Source: an optimization exercise on an open RTL-to-GDS flow (aim: small area, a short achievable clock period and few clock cycles). Production flows keep margins and buffers that such runs may drop. Only simulation tests tie the RTL to the original design; equivalence was not proved. Power is estimated from default activity; no workload was simulated.

willow:
==> flow/design.v (excerpt) <==
module sknobs_knob_table
#(
   parameter int unsigned NUM_ENTRIES = sknobs_hw_pkg::KT_NUM_ENTRIES,
   parameter int unsigned KEY_W       = sknobs_hw_pkg::KT_KEY_W,
   parameter int unsigned VAL_W       = sknobs_hw_pkg::KT_VAL_W,
   parameter int unsigned IDX_W       = $clog2(NUM_ENTRIES)
) (
   input  logic             clk,
   input  logic             rst,
   input  logic             clear,
   input  logic             set_valid,
   output logic             set_ready,
   input  logic [KEY_W-1:0] set_key,
   input  logic [VAL_W-1:0] set_value,
   output logic             set_err,
   input  logic             get_valid,
   output logic             get_ready,
   input  logic [KEY_W-1:0] get_key,
   input  logic [VAL_W-1:0] get_default,
   output logic             rsp_valid,
   input  logic             rsp_ready,
   output logic [VAL_W-1:0] rsp_value,
   output logic             rsp_exists,
   output logic [IDX_W:0]   count,
   output logic             full
);
   localparam int unsigned CNT_W = IDX_W + 1;
   logic [CNT_W-1:0]       count_q;         
   logic                   err_q;           
  ...
clock: 6.0 ns
lec_check: 0
cap_margin: 20
core_margin: 2
core_utilization: 65
setup_slack_margin: 2.8
slew_margin: 20
run.sh (not shown) runs the stock make flow with config.mk's settings and CLKGATE_MAP_FILE= SYNTH_SCRIPT=/design/flow/synth_recipe.tcl, a recipe that flattens the netlist after the stock synthesis.
Testbench counts of willow, summed over its fixed seeds: cycles 8,013.
Edits applied to the flow inputs when going from willow to raven:
==> flow/flow/run.sh (new file) <==
#!/bin/bash
# Standard ORFS layout (the standard.sh) with two placement/CTS choices changed:
#  - port buffers use buf_2 instead of the default delay-buffer cell;
#  - CTS clusters up to 24 sinks per clkbuf_16 leaf and inserts no dummy loads.
# Every tool's full output goes to a log file in this folder (and ORFS's own logs).
set -euo pipefail
export BUFFER_PORTS_ARGS="-buffer_cell sky130_fd_sc_hd__buf_2"
export CTS_ARGS="-sink_clustering_enable -repair_clock_nets -dont_use_dummy_load -buf_list sky130_fd_sc_hd__clkbuf_16 -sink_clustering_size 24 -sink_clustering_max_diameter 60"
bash standard.sh finish > orfs_make.log 2>&1
cp orfs/logs/*/sknobs_knob_table/base/*.log . 2>/dev/null || true
test -f out/final.def
==> flow/standard.sh (new file) <==
#!/bin/bash
# synth_recipe.tcl (not shown) runs the flow's synth.tcl, then flattens the netlist and writes it again
# the make line also repeats each setting of config.mk as NAME=value (left out here)
make -C /OpenROAD-flow-scripts/flow DESIGN_CONFIG=/design/flow/config.mk WORK_HOME=/design/flow/orfs CLKGATE_MAP_FILE= SYNTH_SCRIPT=/design/flow/synth_recipe.tcl "${@:-finish}"
diff --git a/flow/config.mk b/flow/config.mk
--- a/flow/config.mk
+++ b/flow/config.mk
@@ -9,4 +9,4 @@
 export CORE_MARGIN = 2
 export CORE_UTILIZATION = 65
-export SETUP_SLACK_MARGIN = 2.8
+export SETUP_SLACK_MARGIN = 2.6
 export SLEW_MARGIN = 20
removed: flow/run.sh
==> summary.txt <==
- Delta (raven minus willow): final instance area decreased by about 7% relative to the old numbers, number of post-CTS setup repair buffers decreased by 40% relative to the old numbers, global-route usage decreased by 1.0 points relative to the old numbers, detailed-placement wirelength estimate increased by about 2.2% relative to the old numbers, growth of design area from synthesis to finish decreased by 8.4 points relative to the old numbers.
- Internal power for raven: 3100 µW down relative to willow
- On raven: number of detailed-routing iterations run before antenna repair is 1 higher than what willow gave.
- Required time of the worst setup path | raven below willow
- In summary, raven completed successfully, with a layout that passed the timing, design-rule and antenna checks.
- Between willow and raven, proportion of final cell area spent on non-clock buffers decreased.
- raven reports its category of the most critical setup path as reg -> reg while willow reports in -> reg.
Relative to raven, the following input files were edited for harbor:
==> flow/run.sh (new file) <==
#!/bin/bash
# synth_recipe.tcl (not shown) runs the flow's synth.tcl, then flattens the netlist and writes it again
# the make line also repeats each setting of config.mk as NAME=value (left out here)
make -C /OpenROAD-flow-scripts/flow DESIGN_CONFIG=/design/flow/config.mk WORK_HOME=/design/flow/orfs CLKGATE_MAP_FILE= SYNTH_SCRIPT=/design/flow/synth_recipe.tcl finish
diff --git a/flow/config.mk b/flow/config.mk
--- a/flow/config.mk
+++ b/flow/config.mk
@@ -8,5 +8,5 @@
 export CAP_MARGIN = 20
 export CORE_MARGIN = 2
-export CORE_UTILIZATION = 65
-export SETUP_SLACK_MARGIN = 2.6
+export CORE_UTILIZATION = 40
+export SETUP_SLACK_MARGIN = 2.8
 export SLEW_MARGIN = 20
removed: flow/flow/run.sh
removed: flow/standard.sh
### Flow results
In harbor the smallest hold slack turned out 54 ps higher than in raven. The area of all sequential standard cells on raven is in line with that on harbor. Layout buffer count excluding clock buffers on harbor is up relative to raven. harbor against raven: worst setup slack moved up, finished layout cell area moved up. harbor vs raven on total placed cells including tap cells: harbor is the higher one. The register-to-register path setup slack of harbor is higher than that of raven. Compared with raven, in harbor detailed-route vias per instance dropped about 18%; worst setup timing slack at the placement stage rose 590 ps; overall die area grew by 62%. Via count of the first global-routing pass: harbor lower than raven.


Another version of the RTL of sknobs_knob_table (not shown whole).
Size in the first run: roughly 3,700 cells after synthesis, ~270 I/O pins.
Settings: LEC_CHECK=0, CAP_MARGIN=20, CORE_MARGIN=2, CORE_UTILIZATION=70, SETUP_SLACK_MARGIN=3.0, SLEW_MARGIN=20; clock period 6.0 ns.
standard.sh (not shown) runs the stock make flow with config.mk's settings and CLKGATE_MAP_FILE= SYNTH_SCRIPT=/design/flow/synth_recipe.tcl, a recipe that flattens the netlist after the stock synthesis.
==> flow/flow/run.sh <==
#!/bin/bash
# Standard ORFS layout (the standard.sh) with three choices changed:
#  - port buffers use buf_1 instead of the default delay-buffer cell;
#  - CTS clusters up to 14 sinks per clkbuf_8 leaf and inserts no dummy loads;
#  - timing repair may resize a cell to one of a different footprint
#    (MATCH_CELL_FOOTPRINT=0; the platform sets 1).
# Every tool's full output goes to a log file in this folder (and ORFS's own logs).
set -euo pipefail
export BUFFER_PORTS_ARGS="-buffer_cell sky130_fd_sc_hd__buf_1"
export CTS_ARGS="-sink_clustering_enable -repair_clock_nets -dont_use_dummy_load -buf_list sky130_fd_sc_hd__clkbuf_8 -sink_clustering_size 14 -sink_clustering_max_diameter 50"
sed 's/CLKGATE_MAP_FILE= /CLKGATE_MAP_FILE= MATCH_CELL_FOOTPRINT=0 /' standard.sh > standard_fp.sh
grep -q 'MATCH_CELL_FOOTPRINT=0' standard_fp.sh
bash standard_fp.sh finish > orfs_make.log 2>&1
cp orfs/logs/*/sknobs_knob_table/base/*.log . 2>/dev/null || true
test -f out/final.def
Testbench counts at the start, summed over its fixed seeds: cycles 8,013.
Edit:
==> flow/flow/run.sh (replaced) <==
#!/bin/bash
# Standard ORFS layout (the standard.sh) with two placement/CTS choices changed:
#  - port buffers use buf_1 instead of the default delay-buffer cell;
#  - CTS clusters up to 14 sinks per clkbuf_8 leaf and inserts no dummy loads.
# Every tool's full output goes to a log file in this folder (and ORFS's own logs).
set -euo pipefail
export BUFFER_PORTS_ARGS="-buffer_cell sky130_fd_sc_hd__buf_1"
export CTS_ARGS="-sink_clustering_enable -repair_clock_nets -dont_use_dummy_load -buf_list sky130_fd_sc_hd__clkbuf_8 -sink_clustering_size 14 -sink_clustering_max_diameter 50"
bash standard.sh finish > orfs_make.log 2>&1
cp orfs/logs/*/sknobs_knob_table/base/*.log . 2>/dev/null || true
test -f out/final.def
What happened: Hold slack gets worse by 3.9 ps; area after synthesis stays the same; power stays flat; cell area is about the same; via count stays flat.
Edit:
Settings changed: CORE_UTILIZATION 70 to 75.
Sequential cell count stays the same.
Core utilization increases by 6.1 points.
Routed wire length increases by 2.5%.
Final cell count decreases by 2.0%.
Area after synthesis does not change.
Fmax went down by 11%.
Power rose by 0.37%.
Count of clock-buffer cells in the layout decreases by 1.
Edit:
Settings changed: CORE_UTILIZATION 75 to 65.
What happened: The changed run ran to the end with no violations; power decreases by 0.40%; routed wire length decreases by 2.2%; area after synthesis does not change; clock skew decreases by 4.3 ps; utilization decreases by 12 points; combinational power decreases by about 5%; via count decreases by 4.3%; non-clock buffer count decreases by 23; global-route usage decreases by 6.2 points; final cell count increases by 3.2%; hold slack got worse by 9.9 ps.
Edit:
Settings changed: CORE_UTILIZATION 65 to 70, SETUP_SLACK_MARGIN 3.0 to 3.3.
What happened: The changed run finished with timing, DRC and antenna clean; power hardly moves; routed wire length shrinks by 0.31%; cell count shrinks by about 1.7%; combinational power grows by about 3%.


== run A ==
Another version of the RTL of sknobs_knob_table (not shown whole).
Size in the first run: ~1800 flip-flops, about 270 I/O pins, about 0.067 mm² of cells after synthesis.
Settings: LEC_CHECK=0, CAP_MARGIN=20, CORE_MARGIN=2, CORE_UTILIZATION=70, SETUP_SLACK_MARGIN=3.0, SLEW_MARGIN=20; clock period 6.0 ns.
==> flow/flow/run.sh <==
#!/bin/bash
# Standard ORFS layout (the standard.sh) with two placement/CTS choices changed:
#  - port buffers use buf_1 instead of the default delay-buffer cell;
#  - CTS clusters up to 14 sinks per clkbuf_8 leaf and inserts no dummy loads.
# Every tool's full output goes to a log file in this folder (and ORFS's own logs).
set -euo pipefail
export BUFFER_PORTS_ARGS="-buffer_cell sky130_fd_sc_hd__buf_1"
export CTS_ARGS="-sink_clustering_enable -repair_clock_nets -dont_use_dummy_load -buf_list sky130_fd_sc_hd__clkbuf_8 -sink_clustering_size 14 -sink_clustering_max_diameter 50"
bash standard.sh finish > orfs_make.log 2>&1
cp orfs/logs/*/sknobs_knob_table/base/*.log . 2>/dev/null || true
test -f out/final.def
Testbench counts of run A, summed over its fixed seeds: cycles 8,013.
Input-level comparison between run B and run A:
Settings: a change of SETUP_SLACK_MARGIN from 3.0 to 3.3.
[summary]
- Run B: post-CTS resize count is 86 higher than what run A reported.
- Delta (run B minus run A): critical path data arrival time fell by 1.77 ns; post-route clock period utilization saw a decrease.
- Of run A and run B, the lower area overhead of the layout relative to synthesis belongs to run A.
- Average routed wire per standard cell: lower on run A
- | final design utilization | run B vs run A | 1.1 points higher |
- Run B vs run A: post-layout instance area up slightly
- Compared with run A, run B shows a multi-input combinational area share that is 0.33 points higher.
--- input diff run B..run C ---
Settings: swapping 3.3 for 3.6 in SETUP_SLACK_MARGIN.
Notes after the runs:
- Run C: full flow OK, the timing, design-rule and antenna checks passed
- Run C vs run B — post-synthesis to final-layout area growth rose 3.4 points.
- Number of iterations in the first detailed-routing pass: run C vs run B up 2
- Compared with run B, in run C critical path data arrival time down 0.05 ns, total met3 wirelength after detailed routing went up.
--- input diff run C..run D ---
Settings: CORE_UTILIZATION now 75, was 70; SETUP_SLACK_MARGIN now 3.0, was 3.6.
==> comparison <==
Run D finished every stage and its layout cleared the timing, design-rule and antenna checks. In the tables for run D and run C, tap cell count reads lower with run D. Of the two candidates, run C has the worse die outline area and run D the better one. Run D vs run C on remaining max-slew budget at the tightest pin: run D is the higher one.

==> port drivers added, routing unchanged <==
The flow's constraints put no driver on any port. The routed layouts listed below were extracted and timed again, unchanged, in two steps. Step 1 assumes that a clkbuf_16 drives the clock port and a buf_2 every other input. Step 2 also shifts input and output timing later by t, the mid clock arrival at the registers, as if the neighbouring blocks saw the same clock. Slacks: no drivers / after step 1 / after step 2; pairs: no drivers / after step 1.
| run | shift t [ns] | setup WS [ns] | worst setup path at the end |
|---|---|---|---|
| willow | 0.843 | 2.583 / 2.470 / 1.627 | input to register |
| raven | 0.778 | 2.388 / 2.191 / 1.413 | input to register |
| harbor | 0.891 | 2.537 / 2.538 / 1.647 | input to register |
| the first run of note 2 | 0.918 | 2.617 / 2.534 / 1.616 | input to register |
| the second run of note 2 | 0.921 | 2.724 / 2.650 / 1.729 | input to register |
| the third run of note 2 | 0.932 | 2.305 / 2.202 / 1.269 | input to register |
| the fourth run of note 2 | 0.930 | 2.663 / 2.487 / 1.557 | input to register |
| the fifth run of note 2 | 0.918 | 2.533 / 2.539 / 1.621 | input to register |
| run A | 0.922 | 2.850 / 2.850 / 1.997 | input to register |
| run B | 0.920 | 2.944 / 2.882 / 2.158 | input to register |
| run C | 0.903 | 2.991 / 2.924 / 2.109 | input to register |
| run D | 0.906 | 2.751 / 2.751 / 2.030 | input to register |
After both steps every run listed still meets setup and hold. The setup slack of the fourth run of note 2, which loses most, moves by -0.176 ns with the drivers and by -1.106 ns with both steps.
